Context: an optimization exercise on an open-source flow, tuned for small area. The choices shown serve that exercise and are no tape-out recipe.
Function was checked by simulation only, so behaviour that the tests miss may differ from the original.
Power is estimated from default activity; no workload was simulated.

==> design.v <==
package rf_pkg;
   localparam int RF_WORD_W = 32;                  
   localparam int RF_ADD_W  = 5;                   
   localparam int RF_BIT_W  = 5;                   
   localparam int RF_CNT_W  = 16;                  
   localparam int RF_REGS   = 32;                  
   typedef logic [RF_WORD_W-1:0] rf_word;
   typedef logic [RF_ADD_W-1:0]  rf_add;
   typedef logic [RF_BIT_W-1:0]  rf_bit;
   typedef logic [RF_CNT_W-1:0]  rf_cnt;
   localparam rf_add RF_ZERO = rf_add'(0);         
endpackage
module see_insert
#(
   parameter bit CNT_EN = 1'b1                     
) (
   input  logic   s_clk_i,                         
   input  logic   arst_n_i,                        
   input  logic   inj_i,                           
   input  rf_pkg::rf_add  inj_add_i,               
   input  rf_pkg::rf_bit  inj_bit_i,               
   output logic [rf_pkg::RF_REGS-1:1] upset_row_o,  
   output rf_pkg::rf_word flip_bit_o,              
   output rf_pkg::rf_cnt  upset_cnt_o              
);
   logic   inj_hit;                                
   assign inj_hit    = inj_i && (inj_add_i != rf_pkg::RF_ZERO);
   assign flip_bit_o = rf_pkg::rf_word'(1) << inj_bit_i;     
   for (genvar i = 1; i < rf_pkg::RF_REGS; i++) begin : g_row
      assign upset_row_o[i] = arst_n_i && inj_i && (inj_add_i == rf_pkg::rf_add'(i));
   end
   if (CNT_EN) begin : g_cnt
      rf_pkg::rf_cnt cnt_q;                        
      always_ff @(posedge s_clk_i or negedge arst_n_i) begin
         if (!arst_n_i) begin
            cnt_q <= '0;
         end else if (inj_hit) begin
            cnt_q <= cnt_q + rf_pkg::rf_cnt'(1);   
         end
      end
      assign upset_cnt_o = cnt_q;
   end else begin : g_no_cnt
      assign upset_cnt_o = '0;                     
   end
endmodule
module register_file
(
   input  logic   s_clk_i,                         
   input  logic   arst_n_i,                        
   input  logic   wb_we_i,                         
   input  rf_pkg::rf_add  wb_add_i,                
   input  rf_pkg::rf_word wb_val_i,                
   input  logic [rf_pkg::RF_REGS-1:1] upset_row_i,  
   input  rf_pkg::rf_word flip_bit_i,              
   input  logic   inj_i,                           
   input  rf_pkg::rf_add  inj_add_i,               
   input  rf_pkg::rf_add  p1_add_i,                
   output rf_pkg::rf_word p1_val_o,                
   input  rf_pkg::rf_add  p2_add_i,                
   output rf_pkg::rf_word p2_val_o                 
);
   logic [rf_pkg::RF_REGS-1:1][rf_pkg::RF_WORD_W-1:0] regs_q;      
   logic [rf_pkg::RF_REGS-1:1] load, hold;         
   logic [rf_pkg::RF_REGS-1:1] sel1, sel2;         
   rf_pkg::rf_word wr_val_n;                       
   logic   same;                                   
   for (genvar i = 1; i < rf_pkg::RF_REGS; i++) begin : g_load
      assign load[i] = !arst_n_i || (wb_we_i && (wb_add_i == rf_pkg::rf_add'(i)));
      assign hold[i] = !load[i];
   end
   assign same     = inj_i && (inj_add_i == wb_add_i);
   assign wr_val_n = ~(arst_n_i ? (wb_val_i ^ (same ? flip_bit_i : '0)) : '0);
   for (genvar i = 1; i < rf_pkg::RF_REGS; i++) begin : g_row
      for (genvar j = 0; j < rf_pkg::RF_WORD_W; j++) begin : g_bit
         rf_cell cell_i (
            .s_clk_i    (s_clk_i),
            .load_i     (load[i]),
            .hold_i     (hold[i]),
            .wr_val_n_i (wr_val_n[j]),
            .flip_i     (upset_row_i[i]),
            .flip_bit_i (flip_bit_i[j]),
            .q_o        (regs_q[i][j])
         );
      end
   end
   for (genvar i = 1; i < rf_pkg::RF_REGS; i++) begin : g_sel
      assign sel1[i] = arst_n_i && (p1_add_i == rf_pkg::rf_add'(i));
      assign sel2[i] = arst_n_i && (p2_add_i == rf_pkg::rf_add'(i));
   end
   for (genvar j = 0; j < rf_pkg::RF_WORD_W; j++) begin : g_rd
      logic [rf_pkg::RF_REGS-1:1] col;             
      for (genvar i = 1; i < rf_pkg::RF_REGS; i++) begin : g_col
         assign col[i] = regs_q[i][j];
      end
      rf_rd_bit rd1_i (.sel_i(sel1), .d_i(col), .y_o(p1_val_o[j]));
      rf_rd_bit rd2_i (.sel_i(sel2), .d_i(col), .y_o(p2_val_o[j]));
   end
endmodule
module rf_cell
(
   input  logic   s_clk_i,                         
   input  logic   load_i,                          
   input  logic   hold_i,                          
   input  logic   wr_val_n_i,                      
   input  logic   flip_i,                          
   input  logic   flip_bit_i,                      
   output logic   q_o                              
);
   logic hold_n;                                   
   logic d;                                        
   rf_flip flip_u (.q_i(q_o), .row_i(flip_i), .col_i(flip_bit_i), .hold_n_o(hold_n));
   rf_oai22 sel_u (.a0_i(hold_i), .a1_i(wr_val_n_i), .b0_i(load_i), .b1_i(hold_n), .y_o(d));
   always_ff @(posedge s_clk_i) begin
      q_o <= d;
   end
endmodule
module rf_flip
(
   input  logic   q_i,
   input  logic   row_i,
   input  logic   col_i,
   output logic   hold_n_o
);
   assign hold_n_o = ~(q_i ^ (row_i & col_i));
endmodule
module rf_oai22
(
   input  logic   a0_i, a1_i, b0_i, b1_i,
   output logic   y_o
);
   assign y_o = ~((a0_i | a1_i) & (b0_i | b1_i));
endmodule
module rf_aoi222
(
   input  logic   a0_i, a1_i, b0_i, b1_i, c0_i, c1_i,
   output logic   y_o
);
   assign y_o = ~((a0_i & a1_i) | (b0_i & b1_i) | (c0_i & c1_i));
endmodule
module rf_rd_bit
(
   input  logic [rf_pkg::RF_REGS-1:1] sel_i,       
   input  logic [rf_pkg::RF_REGS-1:1] d_i,         
   output logic   y_o                              
);
   logic [10:0] t_n;                               
   for (genvar k = 0; k < 10; k++) begin : g_grp
      rf_aoi222 aoi_i (
         .a0_i (sel_i[3*k+1]), .a1_i (d_i[3*k+1]),
         .b0_i (sel_i[3*k+2]), .b1_i (d_i[3*k+2]),
         .c0_i (sel_i[3*k+3]), .c1_i (d_i[3*k+3]),
         .y_o  (t_n[k])
      );
   end
   assign t_n[10] = ~(sel_i[31] & d_i[31]);
   assign y_o = ~&t_n;
endmodule
module rf_top
#(
   parameter bit CNT_EN = 1'b1                     
) (
   input  logic   s_clk_i,                         
   input  logic   arst_n_i,                        
   input  logic   wb_we_i,                         
   input  rf_pkg::rf_add  wb_add_i,                
   input  rf_pkg::rf_word wb_val_i,                
   input  rf_pkg::rf_add  p1_add_i,                
   output rf_pkg::rf_word p1_val_o,                
   input  rf_pkg::rf_add  p2_add_i,                
   output rf_pkg::rf_word p2_val_o,                
   input  logic   inj_i,                           
   input  rf_pkg::rf_add  inj_add_i,               
   input  rf_pkg::rf_bit  inj_bit_i,               
   output rf_pkg::rf_cnt  upset_cnt_o              
);
   logic [rf_pkg::RF_REGS-1:1] upset_row;          
   rf_pkg::rf_word             flip_bit;           
   see_insert #(
      .CNT_EN       (CNT_EN)
   ) see_i (
      .s_clk_i      (s_clk_i),
      .arst_n_i     (arst_n_i),
      .inj_i        (inj_i),
      .inj_add_i    (inj_add_i),
      .inj_bit_i    (inj_bit_i),
      .upset_row_o  (upset_row),
      .flip_bit_o   (flip_bit),
      .upset_cnt_o  (upset_cnt_o)
   );
   register_file rf_i (
      .s_clk_i      (s_clk_i),
      .arst_n_i     (arst_n_i),
      .wb_we_i      (wb_we_i),
      .wb_add_i     (wb_add_i),
      .wb_val_i     (wb_val_i),
      .upset_row_i  (upset_row),
      .flip_bit_i   (flip_bit),
      .inj_i        (inj_i),
      .inj_add_i    (inj_add_i),
      .p1_add_i     (p1_add_i),
      .p1_val_o     (p1_val_o),
      .p2_add_i     (p2_add_i),
      .p2_val_o     (p2_val_o)
   );
endmodule
==> flow/run.sh <==
#!/bin/bash
# Own flow: the standard layout (bash standard.sh) with two changes to how it is made:
#  - the port buffers are plain buffers (sky130_fd_sc_hd__buf_2) in place of the delay
#    cell that buffer_ports picks by itself;
#  - clock tree synthesis uses clkbuf_8, clusters up to 16 flip-flops within 60 um per
#    leaf buffer, and inserts no dummy loads.
# ORFS writes each step's full log under orfs/logs/; standard.sh's own output goes to
# standard.log here.
set -euo pipefail
cd "$(dirname "${BASH_SOURCE[0]}")/.."
cat >> config.mk <<'EOC'
export BUFFER_PORTS_ARGS = -buffer_cell sky130_fd_sc_hd__buf_2
export CTS_ARGS = -sink_clustering_enable -repair_clock_nets -sink_clustering_size 8 -sink_clustering_max_diameter 42 -dont_use_dummy_load -buf_list "sky130_fd_sc_hd__clkbuf_4 sky130_fd_sc_hd__clkbuf_8" -sink_clustering_buffer sky130_fd_sc_hd__clkbuf_4 -root_buf sky130_fd_sc_hd__clkbuf_8
EOC
bash standard.sh > standard.log 2>&1
==> standard.sh <==
#!/bin/bash
# synth_recipe.tcl (not shown) runs the flow's synth.tcl, then flattens the netlist and writes it again
# the make line also repeats each setting of config.mk as NAME=value (left out here)
make -C /OpenROAD-flow-scripts/flow DESIGN_CONFIG=/design/flow/config.mk WORK_HOME=/design/flow/orfs CLKGATE_MAP_FILE= SYNTH_SCRIPT=/design/flow/synth_recipe.tcl "${@:-finish}"
==> config.mk <==
export PLATFORM = sky130hd
export DESIGN_NAME = rf_top
export DESIGN_NICKNAME = rf_top
export VERILOG_FILES = /design/flow/design.v
export SDC_FILE = /design/flow/constraint.sdc
export NUM_CORES = 4
export LEC_CHECK = 0
export CAP_MARGIN = 20
export CELL_PAD_IN_SITES_DETAIL_PLACEMENT = 1
export CELL_PAD_IN_SITES_GLOBAL_PLACEMENT = 1
export CORE_MARGIN = 2
export CORE_UTILIZATION = 35
export CTS_CLUSTER_DIAMETER = 80
export CTS_CLUSTER_SIZE = 24
export SETUP_SLACK_MARGIN = 0.2
export SLEW_MARGIN = 20
export SYNTH_HIERARCHICAL = 1
export BUFFER_PORTS_ARGS = -buffer_cell sky130_fd_sc_hd__buf_2
export CTS_ARGS = -sink_clustering_enable -repair_clock_nets -sink_clustering_size 8 -sink_clustering_max_diameter 42 -dont_use_dummy_load -buf_list "sky130_fd_sc_hd__clkbuf_4 sky130_fd_sc_hd__clkbuf_8" -sink_clustering_buffer sky130_fd_sc_hd__clkbuf_4 -root_buf sky130_fd_sc_hd__clkbuf_8
==> constraint.sdc <==
create_clock -name core_clock -period 5.5 [get_ports {s_clk_i}]
set_input_delay 1.1000 -clock core_clock [delete_from_list [all_inputs] [get_ports {s_clk_i}]]
set_output_delay 1.1000 -clock core_clock [all_outputs]
set_load 0.01 [all_outputs]
==> results of run 1 <==
==> metal layers <==
layer | up-vias | wire [um] | share of wire, % | global-route usage, %
li1 | 22500 | - | - | -
met1 | 28400 | 119000 | 39 | 52.3
met2 | 4266 | 125000 | 41 | 57.4
met3 | 1004 | 37300 | 12 | 10.8
met4 | 20 | 21500 | 7.1 | 25.6
met5 | - | 170 | 0.056 | 0.231
==> worst register-to-register path: stages (launching register included) <==
cell and delay (ns):
dfrtp_1 0.45, and3_1 0.18, nand3_1 0.22, nor4_1 0.52, xor2_1 0.12
==> cells in the mapped netlist (all sizes together) <==
cell type,instances
and3,3
or2,4
nor4,4
inv,32
xor2,1001
or4,1
nor2,127
nand3,51
a21bo,30
dfrtp,16
ha,1
buf,5
or2b,1
nor2b,10
dfxtp,992
or3b,2
and4,1
nand4,138
o211ai,1
o21ai,64
a2111o,64
o22ai,992
xnor2,11
nand2,1083
a222oi,640
or3,31
nand3b,5
nand2b,11
clkbuf,29
nor3,12
o21a,3
nor4b,1
==> Yosys stat by module, one instance, submodules excluded, excerpt <==
module,times used,cells,flops+latches,area [um2]
rf_rd_bit,64,4,0,27.5
register_file,1,332,0,1790
rf_flip,992,2,0,12.5
rf_aoi222,640,1,0,10.0
rf_oai22,992,1,0,6.26
rf_cell,992,1,1,20.0
==> worst paths after layout <==
| kind | end | from | cells past startpoint |
|---|---|---|---|
| max in group asynchronous | see_i.g_cnt.cnt_q[2]$_DFFE_PN0P_ | arst_n_i | 3 |
| min in group asynchronous | see_i.g_cnt.cnt_q[15]$_DFFE_PN0P_ | arst_n_i | 3 |
| setup / recovery | p2_val_o[16] | arst_n_i | 8 |
| hold reg to reg | see_i.g_cnt.cnt_q[15]$_DFFE_PN0P_ | see_i.g_cnt.cnt_q[15]$_DFFE_PN0P_ | 1 |
| setup reg to reg | see_i.g_cnt.cnt_q[15]$_DFFE_PN0P_ | see_i.g_cnt.cnt_q[2]$_DFFE_PN0P_ | 4 |
| hold / removal | see_i.g_cnt.cnt_q[15]$_DFFE_PN0P_ | see_i.g_cnt.cnt_q[15]$_DFFE_PN0P_ | 1 |
==> registers in the layout (all words and copies together), names as in the netlist <==
| name | count |
|---|---|
| rf_i.g_row.g_bit.cell_i.q_o | 992 |
| see_i.g_cnt.cnt_q | 16 |
==> layout make-up <==
type                    count  share of cell area [%]
multi-input cells        4292                    52.8
flip-flops and latches   1008                    35.3
repair buffers            389                    4.97
well taps                1890                    4.12
clock buffers             179                    2.53
inverters                  32                   0.214
diodes                      6                  0.0262
==> cells by family (layout without fill, tap and decap cells) <==
logic type               count (synthesis)  after routing  synth area share (%)
other                                    0              6                     0
buffers and inverters                   66            600                 0.527
AO/OA/AOI/OAI                         1794           1794                  28.2
adder cells (fa/ha/maj)                  1              1                0.0252
XOR/XNOR                              1012           1012                  17.9
flip-flops                            1008           1008                  40.8
AND/OR/NAND/NOR                       1485           1485                  12.5
==> per-stage QoR <==
| stage | util [%] | std cells | power [mW] | worst slack, ns |
|---|---|---|---|---|
| floorplan | - | 5366 | 9.88 | 0.857 |
| global placement | 39.4 | 7604 | 11.0 | 0.325 |
| detailed placement | 39.5 | 7606 | 11.1 | 0.410 |
| CTS | 40.5 | 7785 | 15.6 | 0.402 |
| global route | 40.6 | 7792 | 16.1 | 0.215 |
| finish | 40.6 | 7796 | 15.7 | 0.170 |
==> power breakdown <==
| part | switching, mW | internal (mW) |
|---|---|---|
| combinational | 1.61 | 0.842 |
| clock | 2.98 | 1.63 |
| sequential | 0.701 | 7.95 |
==> impl_metrics.env, run 1 <==
export IMPL_outcome="finished clean"
export IMPL_portBuffers=140
export IMPL_rows=138
export IMPL_synth_area_um2=49700
export IMPL_cts_tree="done"
export IMPL_remaining_drc_errors=0
export IMPL_routedWlPerCell_um=38.8
export IMPL_clockRootBuffer="clkbuf_8"
export IMPL_grt_usage_pct=39.9
export IMPL_grt_pass1_wl_um=421000
export IMPL_core_area_um2=141000
export IMPL_crit_chain="buf_6 > nor2b_1 > nand2_1 > nor2_4 > a222oi_1 > nand4_1 > a2111o_1 > buf_2"
export IMPL_finalWirelength_um=303000
export IMPL_grt_ovfl_total=0
export IMPL_synth_top_area_cell="dfxtp_1"
export IMPL_synth_top_cell_area_share_pct=40.0
export IMPL_postCtsSetupRepairBufs=0
export IMPL_dieArea_um2=145000
export IMPL_worstMarginPinSlew_ns=1.30
export IMPL_post_synth_cell_area_avg_um2=9.26
export IMPL_max_slew_margin_rel_pct=13.1
export IMPL_drtIter0Drc=11200
export IMPL_final_cell_mix="nand2_1 (1083), xor2_1 (1001), o22ai_1 (992), dfxtp_1 (992), a222oi_1 (640)"
export IMPL_place_area_um2=55800
export IMPL_cp_end_kind="primary output"
export IMPL_fin_skew_ns=0.0326
export IMPL_synthTopCellsByArea="dfxtp_1 (40%), xor2_1 (18%), a222oi_1 (13%)"
export IMPL_grt_pass1_vias=54700
export IMPL_syn_to_final_growth_pct=15.5
export IMPL_antenna_found_initial=14
export IMPL_cts_sinks=1008
export IMPL_reg2reg_setup_slack_ns=3.91
export IMPL_leakage_nw=19.3
export IMPL_via_count=56200
export IMPL_start_util_pct=35.2
export IMPL_critPathLaunchType="input port"
export IMPL_finalCritPeriodShare_pct=96.9
export IMPL_dpl_hpwl_um=188000
export IMPL_crit_family="simple AND/OR/NAND/NOR gates"
export IMPL_yosysWarnings=8
export IMPL_cpPeakStageDelay_ns=0.94
export IMPL_slew_violations=0
export IMPL_fin_nets=5964
export IMPL_synthesis_nets=5428
export IMPL_critPathBufInv=2
export IMPL_fp_dieH_um=381
export IMPL_p_per_area_nw_per_um2=274
export IMPL_grt_setup_unrepaired="no"
export IMPL_drv_cap=0
export IMPL_cts_buffers=179
export IMPL_setup_viol=0
export IMPL_seq_area_frac_synth_pct=40.8
export IMPL_holdBufCountCts=0
export IMPL_insertion_delay_ns=0.93
export IMPL_tns_ns=0
export IMPL_io_pins=141
export IMPL_hold_viol=0
export IMPL_yosysUniqueCellTypes=41
export IMPL_cts_buffer_depth=3
export IMPL_worst_path_max_delay_cell="nor2_4"
export IMPL_drive_above_1_share_pct=13.0
export IMPL_cts_resized=0
export IMPL_clkTransAtPathRegs_ns=0.10
export IMPL_postLayoutCellArea_um2=57400
export IMPL_whs_ns=0.477
export IMPL_htreeDepth=4
export IMPL_multiInputGateArea_um2=30300
export IMPL_maxClockFrequency_ghz=0.188
export IMPL_final_antenna_net_count=0
export IMPL_die_width_um=381
export IMPL_dr_pass1_iters=11
export IMPL_synthCells=5366
export IMPL_period_minus_slack_ns=5.33
export IMPL_place_congestion=0.940
export IMPL_critPathArrivalTime_ns=4.23
export IMPL_final_common_cell="nand2_1"
export IMPL_grt_max_degree=44
export IMPL_synth_seq_cells=1008
export IMPL_drt_vias_per_instance=7.21
export IMPL_peakVddDrop_mv=0.196
export IMPL_path_max_fanout=32
export IMPL_regArea_um2=20300
export IMPL_crit_type="in -> out"
export IMPL_fill_cells=16500
export IMPL_crit_required_ns=4.40
export IMPL_hp_class="reg -> reg"
==> run 2, diff against run 1 <==
--- a/flow/run.sh
+++ b/flow/run.sh
@@ -3,6 +3,6 @@
 #  - the port buffers are plain buffers (sky130_fd_sc_hd__buf_2) in place of the delay
 #    cell that buffer_ports picks by itself;
-#  - clock tree synthesis uses clkbuf_8, clusters up to 16 flip-flops within 60 um per
-#    leaf buffer, and inserts no dummy loads.
+#  - clock tree synthesis uses clkbuf_4 leaf buffers (clkbuf_8 above them), clusters up
+#    to 8 flip-flops within 42 um per leaf buffer, and inserts no dummy loads.
 # ORFS writes each step's full log under orfs/logs/; standard.sh's own output goes to
 # standard.log here.
==> run 2 against run 1 <==
Non-clock buffer count unchanged. Count of clock-buffer cells in the layout unchanged. Sequential share of layout area unchanged. Sequential power about the same. Die area unchanged. Largest cell class unchanged. First-iteration DRC count is the same.
==> impl_metrics.env, run 2 <==
export IMPL_dpl_hpwl_um=188000
export IMPL_hold_start="see_i.g_cnt.cnt_q[15]$_DFFE_PN0P_"
export IMPL_finalCritPeriodShare_pct=96.9
export IMPL_postCtsSetupRepairBufs=0
export IMPL_leakage_nw=19.3
export IMPL_die_width_um=381
export IMPL_crit_path_start="arst_n_i"
export IMPL_drv_cap=0
export IMPL_synth_seq_cells=1008
export IMPL_core_area_um2=141000
export IMPL_hold_viol=0
export IMPL_drtIter0Drc=11200
export IMPL_critPathArrivalTime_ns=4.23
export IMPL_use_met3_pct=10.8
export IMPL_dr_pass1_iters=11
export IMPL_fill_cells=16500
export IMPL_synthesis_nets=5428
export IMPL_r2r_end="see_i.g_cnt.cnt_q[15]$_DFFE_PN0P_"
export IMPL_maxClockFrequency_ghz=0.188
export IMPL_p_sw_share_pct=33.7
export IMPL_drive_above_1_share_pct=13.0
export IMPL_yosysUniqueCellTypes=41
export IMPL_fin_skew_ns=0.0326
export IMPL_synthCells=5366
export IMPL_fp_dieH_um=381
export IMPL_synth_area_um2=49700
export IMPL_worst_r2r_cell_count=4
export IMPL_largest_register_ff_count=992
export IMPL_final_common_cell="nand2_1"
export IMPL_whs_ns=0.477
export IMPL_clkTransAtPathRegs_ns=0.10
export IMPL_postLayoutCellArea_um2=57400
export IMPL_grt_pass1_wl_um=421000
export IMPL_critPathLaunchType="input port"
export IMPL_finalWirelength_um=303000
export IMPL_crit_required_ns=4.40
export IMPL_grt_pass1_vias=54700
export IMPL_holdBufCountCts=0
export IMPL_synth_edf_count=0
export IMPL_syn_to_final_growth_pct=15.5
export IMPL_fin_nets=5964
export IMPL_path_max_fanout=32
export IMPL_p_per_area_nw_per_um2=274
export IMPL_place_congestion=0.940
export IMPL_gr_usage_met1_pct=52.3
export IMPL_portBuffers=140
export IMPL_cts_buffers=179
export IMPL_synth_top_cell_area_share_pct=40.0
export IMPL_min_to="see_i.g_cnt.cnt_q[15]$_DFFE_PN0P_"
export IMPL_reg2reg_setup_slack_ns=3.91
export IMPL_worstMarginPinSlew_ns=1.30
export IMPL_grt_setup_unrepaired="no"
export IMPL_final_cell_mix="nand2_1 (1083), xor2_1 (1001), o22ai_1 (992), dfxtp_1 (992), a222oi_1 (640)"
export IMPL_hp_class="reg -> reg"
export IMPL_routedWlPerCell_um=38.8
export IMPL_power_mw=15.7
export IMPL_period_minus_slack_ns=5.33
export IMPL_cts_tree="done"
export IMPL_switching_power_mw=5.29
export IMPL_max_slew_margin_rel_pct=13.1
export IMPL_internal_power_mw=10.4
export IMPL_ys_flop_type="dfxtp_1"
export IMPL_start_util_pct=35.2
export IMPL_via_count=56200
export IMPL_insertion_delay_ns=0.93
export IMPL_async_reset_ff_share_pct=1.59
export IMPL_reg_largest_list="rf_i.g_row.g_bit.cell_i.q_o x992, see_i.g_cnt.cnt_q x16"
export IMPL_cts_resized=0
export IMPL_cts_sinks=1008
export IMPL_post_synth_cell_area_avg_um2=9.26
export IMPL_antenna_found_initial=14
export IMPL_cts_buffer_depth=3
export IMPL_yosysWarnings=8
export IMPL_p_seq_share_pct=55.1
export IMPL_cp_end_kind="primary output"
export IMPL_htreeDepth=4
export IMPL_grt_usage_pct=39.9
export IMPL_largest_register="rf_i.g_row.g_bit.cell_i.q_o"
export IMPL_synthTopCellsByArea="dfxtp_1 (40%), xor2_1 (18%), a222oi_1 (13%)"
export IMPL_seq_area_frac_synth_pct=40.8
export IMPL_outcome="finished clean"
export IMPL_slew_violations=0
export IMPL_place_area_um2=55800
export IMPL_power_share_clock_pct=29.4
export IMPL_grt_busiest_layer="met2"
export IMPL_synth_top_area_cell="dfxtp_1"
export IMPL_tns_ns=0
export IMPL_io_pins=141
export IMPL_remaining_drc_errors=0
export IMPL_synthTopCellsByCount="nand2_1 (1083), xor2_1 (1001), dfxtp_1 (992), o22ai_1 (992), a222oi_1 (640)"
export IMPL_drt_vias_per_instance=7.21
export IMPL_crit_type="in -> out"
export IMPL_timing_rr_start="see_i.g_cnt.cnt_q[2]$_DFFE_PN0P_"
export IMPL_dieArea_um2=145000
export IMPL_hold_depth=1
export IMPL_rows=138
export IMPL_peakVddDrop_mv=0.196
export IMPL_setup_viol=0
export IMPL_grt_max_degree=44
export IMPL_synth_most_common_cell="nand2_1"
export IMPL_grt_ovfl_total=0
export IMPL_clockRootBuffer="clkbuf_8"
export IMPL_final_antenna_net_count=0
export IMPL_combinationalPowerShare_pct=15.6
export IMPL_grt_util_met2_pct=57.4
run 2: worst max-delay path: stages:
cell and delay (ns):
buf_6 0.19, nor2b_1 0.30, nand2_1 0.29, nor2_4 0.94, a222oi_1 0.37, nand4_1 0.56, a2111o_1 0.26, buf_2 0.17
run 2: cells by family after synthesis:
logic type	Yosys count	share of synthesized area (%)
compound gates	1794	28.2
xor+xnor	1012	17.9
fa+ha+maj	1	0.0252
buf+inv	66	0.527
flops	1008	40.8
simple gates	1485	12.5
run 2: worst max-delay path by stage:
stage	endpoint	slack (ns)	cells after the start
3_3_place_gp	p1_val_o[17]	0.33	7
3_5_place_dp	p1_val_o[17]	0.41	7
5_1_grt	p2_val_o[16]	0.21	8
6_report	p2_val_o[16]	0.17	8
2_1_floorplan	rf_i.g_row[14].g_bit[0].cell_i.q_o$_DFF_P_	0.86	5
4_1_cts	p1_val_o[17]	0.40	7
run 2: power groups by stage:
stage               sequential (mW)  clock (mW)  combinational, mW
CTS                            8.61        4.62               2.34
floorplan                      8.59           0               1.30
finish                         8.65        4.61               2.45
global route                   8.71        4.93               2.51
detailed placement             8.77           0               2.32
global placement               8.74           0               2.26
run 2: metal layers:
layer	part of all wire, %	vias up
li1	-	22500
met3	12	1004
met1	39	28400
met5	0.056	-
met2	41	4266
met4	7.1	20
run 2: Yosys stat by module (local to each module, per instance), excerpt:
module | cell area [um2] | cells inside | times used | flip-flops and latches
register_file | 1790 | 332 | 1 | 0
rf_rd_bit | 27.5 | 4 | 64 | 0
rf_cell | 20.0 | 1 | 992 | 1
rf_flip | 12.5 | 2 | 992 | 0
rf_aoi222 | 10.0 | 1 | 640 | 0
rf_oai22 | 6.26 | 1 | 992 | 0
run 2: stage by stage:
| stage | instances | utilization, % | worst slack (ns) |
|---|---|---|---|
| floorplan | 5366 | - | 0.857 |
| global placement | 7604 | 39.4 | 0.325 |
| detailed placement | 7606 | 39.5 | 0.410 |
| CTS | 7785 | 40.5 | 0.402 |
| global route | 7792 | 40.6 | 0.215 |
| finish | 7796 | 40.6 | 0.170 |
run 2: layout make-up:
type	count	area, um2	area share (%)
timing repair buffer	389	2850	4.97
inverter	32	123	0.214
tap	1890	2360	4.12
multi-input combinational	4292	30300	52.8
antenna	6	15.0	0.0262
clock buffer	179	1450	2.53
sequential	1008	20300	35.3

[static timing again, ports no longer ideal]
The results above use ideal ports. As a check the final layouts listed here were re-extracted and re-timed, cells and wires unchanged. Step 1 assumes that a clkbuf_16 drives the clock port and a buf_2 every other input. Step 2, shift: input delay + t, output delay - t, t = (earliest + latest rising clock arrival at the registers) / 2. This alone moves slack from input paths to output paths. Three values: no drivers, after step 1, after step 2; two values: the first two.
run | t, ns | setup slack, ns | cell pins on the clock port's net
run 1 | 0.968 | 0.170 / 0.112 / 0.112 | 1
run 2 | 0.968 | 0.170 / 0.112 / 0.112 | 1
After both steps every run listed still meets setup and hold.
